From an optimization exercise on the open Yosys and OpenROAD flow, aimed at small area; shortcuts taken in it are not production practice.
The RTL was checked by simulation tests, not by an equivalence proof against the original design.

==> flow/design.v <==
package img_pkg;
    typedef logic [7:0]  pixel_t;      
    typedef logic [6:0]  coord_t;      
    typedef logic [5:0]  tgt_t;        
    typedef logic [13:0] src_addr_t;   
    typedef logic [11:0] dst_addr_t;   
    localparam src_addr_t SRC_STRIDE = 14'd100;
endpackage
package bic_pkg;
    localparam int FRAC_BITS = 15;
    localparam int FIFO_DEPTH = 4;
    localparam int PTR_W      = $clog2(FIFO_DEPTH);
    localparam int CREDIT_W   = $clog2(FIFO_DEPTH + 1);
    localparam int COEF_W   = 13;                  
    localparam int ACC_W    = 62;
    localparam int ACC_FRAC = 3 * FRAC_BITS + 1;   
    typedef logic [FRAC_BITS-1:0]     frac_t;
    typedef logic signed [9:0]        tap_t;       
    typedef logic signed [COEF_W-1:0] coef_t;
    typedef logic signed [ACC_W-1:0]  acc_t;
    typedef struct packed {
        tap_t               p0;
        tap_t               p1;
        tap_t               p2;
        tap_t               p3;
        frac_t              frac;
        logic [11:0]        addr;     
        logic               last;    
    } tap_group_t;
endpackage
`timescale 1ns/1ps
module tap_fetcher (
    input  logic               CLK,
    input  logic               RST,
    input  logic               start,
    input  img_pkg::coord_t    v0,
    input  img_pkg::coord_t    h0,
    input  logic [4:0]         sw,
    input  img_pkg::tgt_t      sh,
    input  img_pkg::tgt_t      tw,
    output logic               src_rd,
    output img_pkg::src_addr_t src_addr,
    input  img_pkg::pixel_t    src_data,
    output logic               push,
    output bic_pkg::tap_group_t push_group,
    input  logic               credit
);
    typedef enum logic [2:0] {
        S_IDLE,
        S_SUB,      
        S_DIV,      
        S_READ,
        S_PUSH
    } state_t;
    state_t                       state;
    img_pkg::coord_t              h0_q;
    logic [4:0]                   sw_m1;
    img_pkg::tgt_t                sh_m1;
    img_pkg::tgt_t                tw_m1;
    img_pkg::tgt_t                row;
    img_pkg::tgt_t                col;
    img_pkg::src_addr_t           row_base;
    img_pkg::dst_addr_t           dst_cnt;
    logic [6:0]                   rem;        
    img_pkg::coord_t              off;        
    logic [6:0]                   div_r;
    logic [3:0]                   div_cnt;
    logic [7:0]                   div_trial;
    bic_pkg::frac_t               frac;
    logic [1:0]                   rd_cnt;
    logic [1:0]                   rd_idx;
    logic                         rd_q;
    logic                         single_q;
    logic                         single;
    logic                         last_col;
    logic                         last_row;
    img_pkg::coord_t              rd_col;
    bic_pkg::tap_t                taps [0:3];
    logic [bic_pkg::CREDIT_W-1:0] credits;
    assign single   = (frac == '0);   
    assign last_col = (col == tw_m1);
    assign last_row = (row == sh_m1);
    assign div_trial = {div_r, 1'b0} - {2'b00, tw_m1};
    assign rd_col   = h0_q + off + img_pkg::coord_t'(rd_cnt) - img_pkg::coord_t'(!single);
    assign src_rd   = (state == S_READ);
    assign src_addr = row_base + img_pkg::src_addr_t'(rd_col);
    assign push = (state == S_PUSH) && !rd_q && (credits != '0);
    assign push_group = {taps[0], taps[1], taps[2], taps[3], frac, dst_cnt,
                         last_col && last_row};
    always_ff @(posedge CLK) begin
        if (RST) begin
            state <= S_IDLE;
        end else begin
            case (state)
                S_IDLE: begin
                    if (start) begin
                        h0_q     <= h0;
                        sw_m1    <= sw - 5'd1;
                        sh_m1    <= sh - 6'd1;
                        tw_m1    <= tw - 6'd1;
                        row_base <= img_pkg::src_addr_t'(v0) * img_pkg::SRC_STRIDE;
                        row      <= '0;
                        col      <= '0;
                        rem      <= '0;
                        off      <= '0;
                        dst_cnt  <= '0;
                        div_r    <= '0;
                        div_cnt  <= '0;
                        state    <= S_DIV;
                    end
                end
                S_SUB: begin
                    if (rem >= {1'b0, tw_m1}) begin
                        rem <= rem - {1'b0, tw_m1};
                        off <= off + 7'd1;
                    end else begin
                        div_r   <= rem;
                        div_cnt <= '0;
                        state   <= S_DIV;
                    end
                end
                S_DIV: begin
                    div_r   <= div_trial[7] ? {div_r[5:0], 1'b0} : div_trial[6:0];
                    frac    <= {frac[bic_pkg::FRAC_BITS-2:0], ~div_trial[7]};
                    div_cnt <= div_cnt + 4'd1;
                    if (div_cnt == 4'(bic_pkg::FRAC_BITS - 1)) begin
                        rd_cnt <= '0;
                        state  <= S_READ;
                    end
                end
                S_READ: begin
                    rd_cnt <= rd_cnt + 2'd1;
                    if (single || rd_cnt == 2'd3)
                        state <= S_PUSH;
                end
                S_PUSH: begin
                    if (push) begin
                        dst_cnt <= dst_cnt + 1'b1;
                        if (last_col) begin
                            col <= '0;
                            rem <= '0;
                            off <= '0;
                            if (last_row) begin
                                state <= S_IDLE;
                            end else begin
                                row      <= row + 6'd1;
                                row_base <= row_base + img_pkg::SRC_STRIDE;
                                div_r    <= '0;
                                div_cnt  <= '0;
                                state    <= S_DIV;
                            end
                        end else begin
                            col   <= col + 6'd1;
                            rem   <= rem + {2'b00, sw_m1};   
                            state <= S_SUB;
                        end
                    end
                end
                default: state <= S_IDLE;
            endcase
        end
    end
    always_ff @(posedge CLK) begin
        if (RST)
            rd_q <= 1'b0;
        else
            rd_q <= src_rd;
        rd_idx   <= rd_cnt;
        single_q <= single;
    end
    always_ff @(posedge CLK) begin
        if (rd_q) begin
            if (single_q) begin
                taps[0] <= bic_pkg::tap_t'({1'b0, src_data, 1'b0});
                taps[1] <= bic_pkg::tap_t'({1'b0, src_data, 1'b0});
                taps[2] <= bic_pkg::tap_t'({1'b0, src_data, 1'b0});
                taps[3] <= bic_pkg::tap_t'({1'b0, src_data, 1'b0});
            end else begin
                taps[rd_idx] <= bic_pkg::tap_t'({1'b0, src_data, 1'b0});
            end
        end
    end
    always_ff @(posedge CLK) begin
        if (RST)
            credits <= bic_pkg::CREDIT_W'(bic_pkg::FIFO_DEPTH);
        else if (push && !credit)
            credits <= credits - 1'b1;
        else if (!push && credit)
            credits <= credits + 1'b1;
    end
endmodule
`timescale 1ns/1ps
module tap_fifo (
    input  logic                CLK,
    input  logic                RST,
    input  logic                push,
    input  bic_pkg::tap_group_t push_group,
    output logic                credit,
    output logic                pop_valid,
    output bic_pkg::tap_group_t pop_group
);
    logic [67:0]                  mem [0:bic_pkg::FIFO_DEPTH-1];
    logic [bic_pkg::PTR_W-1:0]    wr_ptr;
    logic [bic_pkg::PTR_W-1:0]    rd_ptr;
    logic [bic_pkg::CREDIT_W-1:0] count;
    logic                         pop;
    assign pop_valid = (count != '0);
    assign pop_group = mem[rd_ptr];
    assign pop         = pop_valid;
    assign credit = pop;
    always_ff @(posedge CLK) begin
        if (push)
            mem[wr_ptr] <= push_group;
    end
    always_ff @(posedge CLK) begin
        if (RST) begin
            wr_ptr <= '0;
            rd_ptr <= '0;
            count  <= '0;
        end else begin
            if (push)
                wr_ptr <= (wr_ptr == bic_pkg::PTR_W'(bic_pkg::FIFO_DEPTH - 1)) ? '0 : wr_ptr + 1'b1;
            if (pop)
                rd_ptr <= (rd_ptr == bic_pkg::PTR_W'(bic_pkg::FIFO_DEPTH - 1)) ? '0 : rd_ptr + 1'b1;
            case ({push, pop})
                2'b10:   count <= count + 1'b1;
                2'b01:   count <= count - 1'b1;
                default: count <= count;    
            endcase
        end
    end
endmodule
`timescale 1ns/1ps
module cubic_interp (
    input  logic               CLK,
    input  logic               RST,
    input  logic               pop_valid,
    input  bic_pkg::tap_group_t pop_group,
    output logic               dst_we,
    output img_pkg::dst_addr_t dst_addr,
    output img_pkg::pixel_t    dst_data,
    output logic               done
);
    bic_pkg::tap_group_t             g;
    bic_pkg::coef_t                  p0, p1, p2, p3;
    bic_pkg::coef_t                  a, b, c, d;
    bic_pkg::coef_t                  a_q, b_q, c_q, d_q;
    bic_pkg::frac_t                  x_q;
    logic [2*bic_pkg::FRAC_BITS-1:0] x2_q;
    logic [3*bic_pkg::FRAC_BITS-1:0] x3_q;
    bic_pkg::acc_t                   pa, pb, pc, pd;
    bic_pkg::acc_t                   sum;
    bic_pkg::acc_t                   rnd;
    bic_pkg::acc_t                   whole;
    img_pkg::pixel_t                 pix;
    img_pkg::dst_addr_t              addr1, addr2;
    logic                            last1, last2, last3;
    logic                            v1, v2;
    assign g  = pop_group;
    assign p0 = bic_pkg::coef_t'(g.p0);
    assign p1 = bic_pkg::coef_t'(g.p1);
    assign p2 = bic_pkg::coef_t'(g.p2);
    assign p3 = bic_pkg::coef_t'(g.p3);
    assign a = p1 + (p1 >>> 1) + (p3 >>> 1) - (p0 >>> 1) - p2 - (p2 >>> 1);
    assign b = (p2 <<< 1) + p0 - (((p1 <<< 2) + p1) >>> 1) - (p3 >>> 1);
    assign c = (p2 >>> 1) - (p0 >>> 1);
    assign d = p1;
    always_ff @(posedge CLK) begin
        a_q   <= a;
        b_q   <= b;
        c_q   <= c;
        d_q   <= d;
        x_q   <= g.frac;
        x2_q  <= g.frac * g.frac;            
        x3_q  <= g.frac * g.frac * g.frac;   
        addr1 <= g.addr;
        last1 <= g.last;
    end
    always_ff @(posedge CLK) begin
        pa    <= a_q * $signed({1'b0, x3_q});
        pb    <= (b_q * $signed({1'b0, x2_q})) <<< bic_pkg::FRAC_BITS;
        pc    <= (c_q * $signed({1'b0, x_q})) <<< (2 * bic_pkg::FRAC_BITS);
        pd    <= bic_pkg::acc_t'(d_q) <<< (3 * bic_pkg::FRAC_BITS);
        addr2 <= addr1;
        last2 <= last1;
    end
    assign sum   = pa + pb + pc + pd;
    assign rnd   = sum + (bic_pkg::acc_t'(1) <<< (bic_pkg::ACC_FRAC - 1));
    assign whole = rnd >>> bic_pkg::ACC_FRAC;
    always_comb begin
        if (sum[bic_pkg::ACC_W-1])
            pix = '0;                  
        else if (whole > bic_pkg::acc_t'(255))
            pix = 8'hff;               
        else
            pix = img_pkg::pixel_t'(whole);
    end
    always_ff @(posedge CLK) begin
        dst_addr <= addr2;
        dst_data <= pix;
        last3    <= last2;
    end
    always_ff @(posedge CLK) begin
        if (RST) begin
            v1     <= 1'b0;
            v2     <= 1'b0;
            dst_we <= 1'b0;
            done   <= 1'b0;
        end else begin
            v1     <= pop_valid;
            v2     <= v1;
            dst_we <= v2;
            done   <= dst_we && last3;   
        end
    end
endmodule
`timescale 1ns/1ps
module bicubic_scaler (
    input  logic               CLK,
    input  logic               RST,
    input  logic               start,
    input  img_pkg::coord_t    v0,
    input  img_pkg::coord_t    h0,
    input  logic [4:0]         sw,
    input  img_pkg::tgt_t      sh,
    input  img_pkg::tgt_t      tw,
    input  img_pkg::pixel_t    src_data,
    output logic               src_rd,
    output img_pkg::src_addr_t src_addr,
    output logic               dst_we,
    output img_pkg::dst_addr_t dst_addr,
    output img_pkg::pixel_t    dst_data,
    output logic               done
);
    logic       push;
    bic_pkg::tap_group_t push_group;
    logic       credit;       
    logic       pop_valid;
    bic_pkg::tap_group_t pop_group;
    tap_fetcher fetcher_inst (
        .CLK      (CLK),
        .RST      (RST),
        .start    (start),
        .v0       (v0),
        .h0       (h0),
        .sw       (sw),
        .sh       (sh),
        .tw       (tw),
        .src_rd   (src_rd),
        .src_addr (src_addr),
        .src_data (src_data),
        .push       (push),
        .push_group (push_group),
        .credit     (credit)
    );
    tap_fifo fifo_inst (
        .CLK        (CLK),
        .RST        (RST),
        .push       (push),
        .push_group (push_group),
        .credit     (credit),
        .pop_valid  (pop_valid),
        .pop_group  (pop_group)
    );
    cubic_interp interp_inst (
        .CLK      (CLK),
        .RST      (RST),
        .pop_valid (pop_valid),
        .pop_group (pop_group),
        .dst_we   (dst_we),
        .dst_addr (dst_addr),
        .dst_data (dst_data),
        .done     (done)
    );
endmodule
==> flow/run.sh <==
#!/bin/bash
# synth_recipe.tcl (not shown) runs the flow's synth.tcl, then flattens the netlist and writes it again
# the make line also repeats each setting of config.mk as NAME=value (left out here)
make -C /OpenROAD-flow-scripts/flow DESIGN_CONFIG=/design/flow/config.mk WORK_HOME=/design/flow/orfs CLKGATE_MAP_FILE= SYNTH_SCRIPT=/design/flow/synth_recipe.tcl finish
==> flow/config.mk <==
export PLATFORM = sky130hd
export DESIGN_NAME = bicubic_scaler
export DESIGN_NICKNAME = bicubic_scaler
export VERILOG_FILES = /design/flow/design.v
export SDC_FILE = /design/flow/constraint.sdc
export NUM_CORES = 4
export LEC_CHECK = 0
export CAP_MARGIN = 20
export CORE_MARGIN = 2
export CORE_UTILIZATION = 40
export SLEW_MARGIN = 20
==> flow/constraint.sdc <==
create_clock -name core_clock -period 15.0 [get_ports {CLK}]
set_input_delay 3.0000 -clock core_clock [delete_from_list [all_inputs] [get_ports {CLK}]]
set_output_delay 3.0000 -clock core_clock [all_outputs]
set_load 0.01 [all_outputs]
==> impl_metrics.env <==
export IMPL_setup_violations=0
export IMPL_reg2reg_to="interp_inst.x3_q[44]"
export IMPL_grt_pass1_vias=59800
export IMPL_cts_tree="done"
export IMPL_hold_path_class="reg -> reg"
export IMPL_yosys_warnings=3
export IMPL_clk_pin_slew_ns=0.06
export IMPL_final_util=0.435
export IMPL_fp_dieH_microns=458
export IMPL_period_share=0.920
export IMPL_grt_pass1_wl_microns=336000
export IMPL_worstSetupPathType="reg -> reg"
export IMPL_clk_latency_ns=0.74
export IMPL_synth_edf_count=374
export IMPL_arrival_ns=14.45
export IMPL_vias_per_cell=5.10
export IMPL_root_buffer="clkbuf_16"
export IMPL_synth_seq_area_share=0.214
export IMPL_crit_required_ns=15.65
export IMPL_drt_pass1_iterations=6
export IMPL_synth_area_top_cells="fa_1 35%, edfxtp_1 14%, ha_1 12%"
export IMPL_multi_input_area_sq_um=58300
export IMPL_status="timing/DRC/antenna clean"
export IMPL_grt_use_total=0.205
export IMPL_avgSynthCellArea_sq_um=10.2
export IMPL_grt_max_degree=51
export IMPL_synth_top_area_share=0.351
export IMPL_grt_overflow=0
export IMPL_synth_seq_cells=697
export IMPL_die_x_microns=458
export IMPL_critical_path_buf_inv_count=12
export IMPL_io_pins=79
export IMPL_fillCellCount=19600
export IMPL_rows=166
export IMPL_hold_path_depth=0
export IMPL_antenna_found_initial=10
export IMPL_worstPathMaxFanout=29
export IMPL_drc=0
export IMPL_cts_made_buffers=79
export IMPL_skew_ns=0.0456
export IMPL_synth_most_common_cell="inv_1"
export IMPL_setup_tns_ns=0
export IMPL_worst_path_max_delay_cell="dfxtp_4"
export IMPL_drv_slew=0
export IMPL_hold_violations=0
export IMPL_cts_buffer_depth=3
export IMPL_cts_hold_buffers_added=0
export IMPL_reg2regPathDepth=47
export IMPL_post_cts_setup_buffer_count=0
export IMPL_min_period_ns=13.80
export IMPL_dr_first_iter_drc_count=3469
export IMPL_critPathTopFamily="adder cells"
export IMPL_worst_pin_slew_ns=1.16
export IMPL_routed_wl_microns=210000
export IMPL_ys_types=86
export IMPL_hold_end="interp_inst.last2"
export IMPL_synthCells=8096
export IMPL_cts_sinks=697
export IMPL_wl_per_cell_microns=19.4
export IMPL_io_buffers=78
export IMPL_fmax_mhz=72.5
export IMPL_ant_nets=0
export IMPL_via_count=55200
export IMPL_async_flop_share=0
export IMPL_drive_gt1_frac=0.0437
export IMPL_start_kind="flop"
export IMPL_ctsHtreeMaxLevel=3
export IMPL_initial_utilization=0.403
export IMPL_syn_area_sq_um=82600
export IMPL_cp_end_kind="flop"
export IMPL_core_area_sq_um=205000
export IMPL_dp_hpwl_microns=167000
export IMPL_fin_nets=10300
export IMPL_cap_violations=0
export IMPL_crit_top_cell="fa_1"
export IMPL_globalplace_congestion=0.893
export IMPL_whs_ns=0.310
export IMPL_synthToLayoutAreaGrowth_pct=8.04
export IMPL_ys_top_cells_by_count="1,460 x inv_1, 1,447 x fa_1, 1,075 x nand2_1"
export IMPL_ys_flop_type="edfxtp_1"
export IMPL_r2r_slack_ns=1.20
export IMPL_die_area_sq_um=210000
export IMPL_synth_top_area_cell="fa_1"
export IMPL_cts_repair_resized=0
export IMPL_rsz0062_at_grt="false"
export IMPL_regArea_sq_um=17700
export IMPL_max_slew_margin_rel=0.224
export IMPL_critPathMaxStageDelay_ns=0.64
export IMPL_hold_start="interp_inst.last1"
through the flow:
step	cells	setup WS, ns	cell area, sq um
floorplan	8099	1.72	82600
global placement	10700	1.34	86400
detailed placement	10700	1.29	86400
CTS	10800	1.20	89100
global route	10800	0.289	89200
finish	10800	1.20	89200
state kept, by name, summed over array words and instances, names as in the netlist, 14 cells and up, named ones only:
name,cells
fifo_inst.mem,240
interp_inst.x_q,14
interp_inst.pa,44
interp_inst.x2_q,28
interp_inst.pb,44
interp_inst.x3_q,45
fetcher_inst.frac,15
fetcher_inst.taps,32
interp_inst.pc,26
cells in the final DEF, fill, tap and decap left out, types with 9 or more instances in the layout:
cell type and n:
clkbuf_8 9, nor2b_1 60, and2_1 429, a211oi_1 15, a21o_1 119, inv_1 1461, o21ai_2 10, mux2_2 16
buf_4 102, xor2_1 124, a21oi_1 224, clkinv_2 12, or2_2 9, o21a_1 26, nand3_1 64, mux2i_1 21
clkbuf_16 83, clkinv_1 13, nand2b_1 111, nand4_1 21, mux4_2 46, edfxtp_1 374, and3_1 28, nor3_1 54
diode_2 13, ha_1 795, o21ai_0 113, nor2_1 371, clkdlybuf4s50_1 78, a31oi_1 32, or3_1 13, o211ai_1 9
xnor2_1 192, fa_1 1447, nor4_1 12, dfxtp_1 317, o21bai_1 43, nand2_1 1075
worst register-to-register path, delay by kind of cell, from the launching register on:
family	cells	cell delay, ns
XOR/XNOR	2	0.67
AO/OA/AOI/OAI	13	2.85
AND/OR/NAND/NOR	5	0.87
multiplexers	1	0.42
buffers and inverters	12	1.69
flip-flops	1	0.64
adder cells (fa/ha/maj)	14	6.59
worst max-delay path by stage:
stage	start	end	slack, ns	cells past startpoint
after floorplan	flop	interp_inst.x3_q[43]	1.72	53
after global placement	flop	interp_inst.x3_q[44]	1.34	49
after detailed placement	flop	interp_inst.x3_q[44]	1.29	42
after CTS	flop	interp_inst.x3_q[44]	1.20	47
after global routing	flop	interp_inst.x3_q[43]	0.29	51
final	flop	interp_inst.x3_q[44]	1.20	47
per-layer routing:
layer	wire [microns]	GRT usage
met5	13	0
met4	8950	0.0851
met1	89000	0.265
met2	101000	0.346
met3	11100	0.0282
final cells by class:
| cell class | count | share of cell area |
|---|---|---|
| Multi-Input combinational cell | 5626 | 0.653 |
| Sequential cell | 697 | 0.199 |
| Inverter | 1469 | 0.0618 |
| Tap cell | 2688 | 0.0377 |
| Clock buffer | 101 | 0.0251 |
| Timing Repair Buffer | 181 | 0.0176 |
| Clock inverter | 45 | 0.00558 |
| Antenna cell | 13 | 0.000365 |
kinds of logic after synthesis:
logic type      after synthesis  share of synthesized area
compound gates              698                     0.0544
other cells                   2                  0.0000910
flops                       697                      0.214
xor+xnor                    318                     0.0338
simple gates               2280                      0.128
mux                          83                     0.0173
buf+inv                    1776                     0.0808
fa+ha+maj                  2242                      0.471

==> re-timing with driven ports <==
The results above use ideal ports. As a check the final layout listed here was re-extracted and re-timed, cells and wires unchanged. Step 1, drivers: a clkbuf_16 drives CLK and a buf_2 each remaining input, both assumed. Step 2 times the ports against the registers' clock, not the clock port: input delays grow and output delays shrink by t, the midpoint of the rising clock arrivals with the driver on. Slacks: ideal ports / drivers / drivers and shift; pairs: ideal ports / drivers.
t (ns): 0.798
setup slack, ns: 1.203 / 1.203 / 1.203
worst setup path after step 2: register to register
After both steps this run still meets setup and hold. For this run, drivers alone change the setup slack by 0.000 ns; drivers and shift together by 0.000 ns.
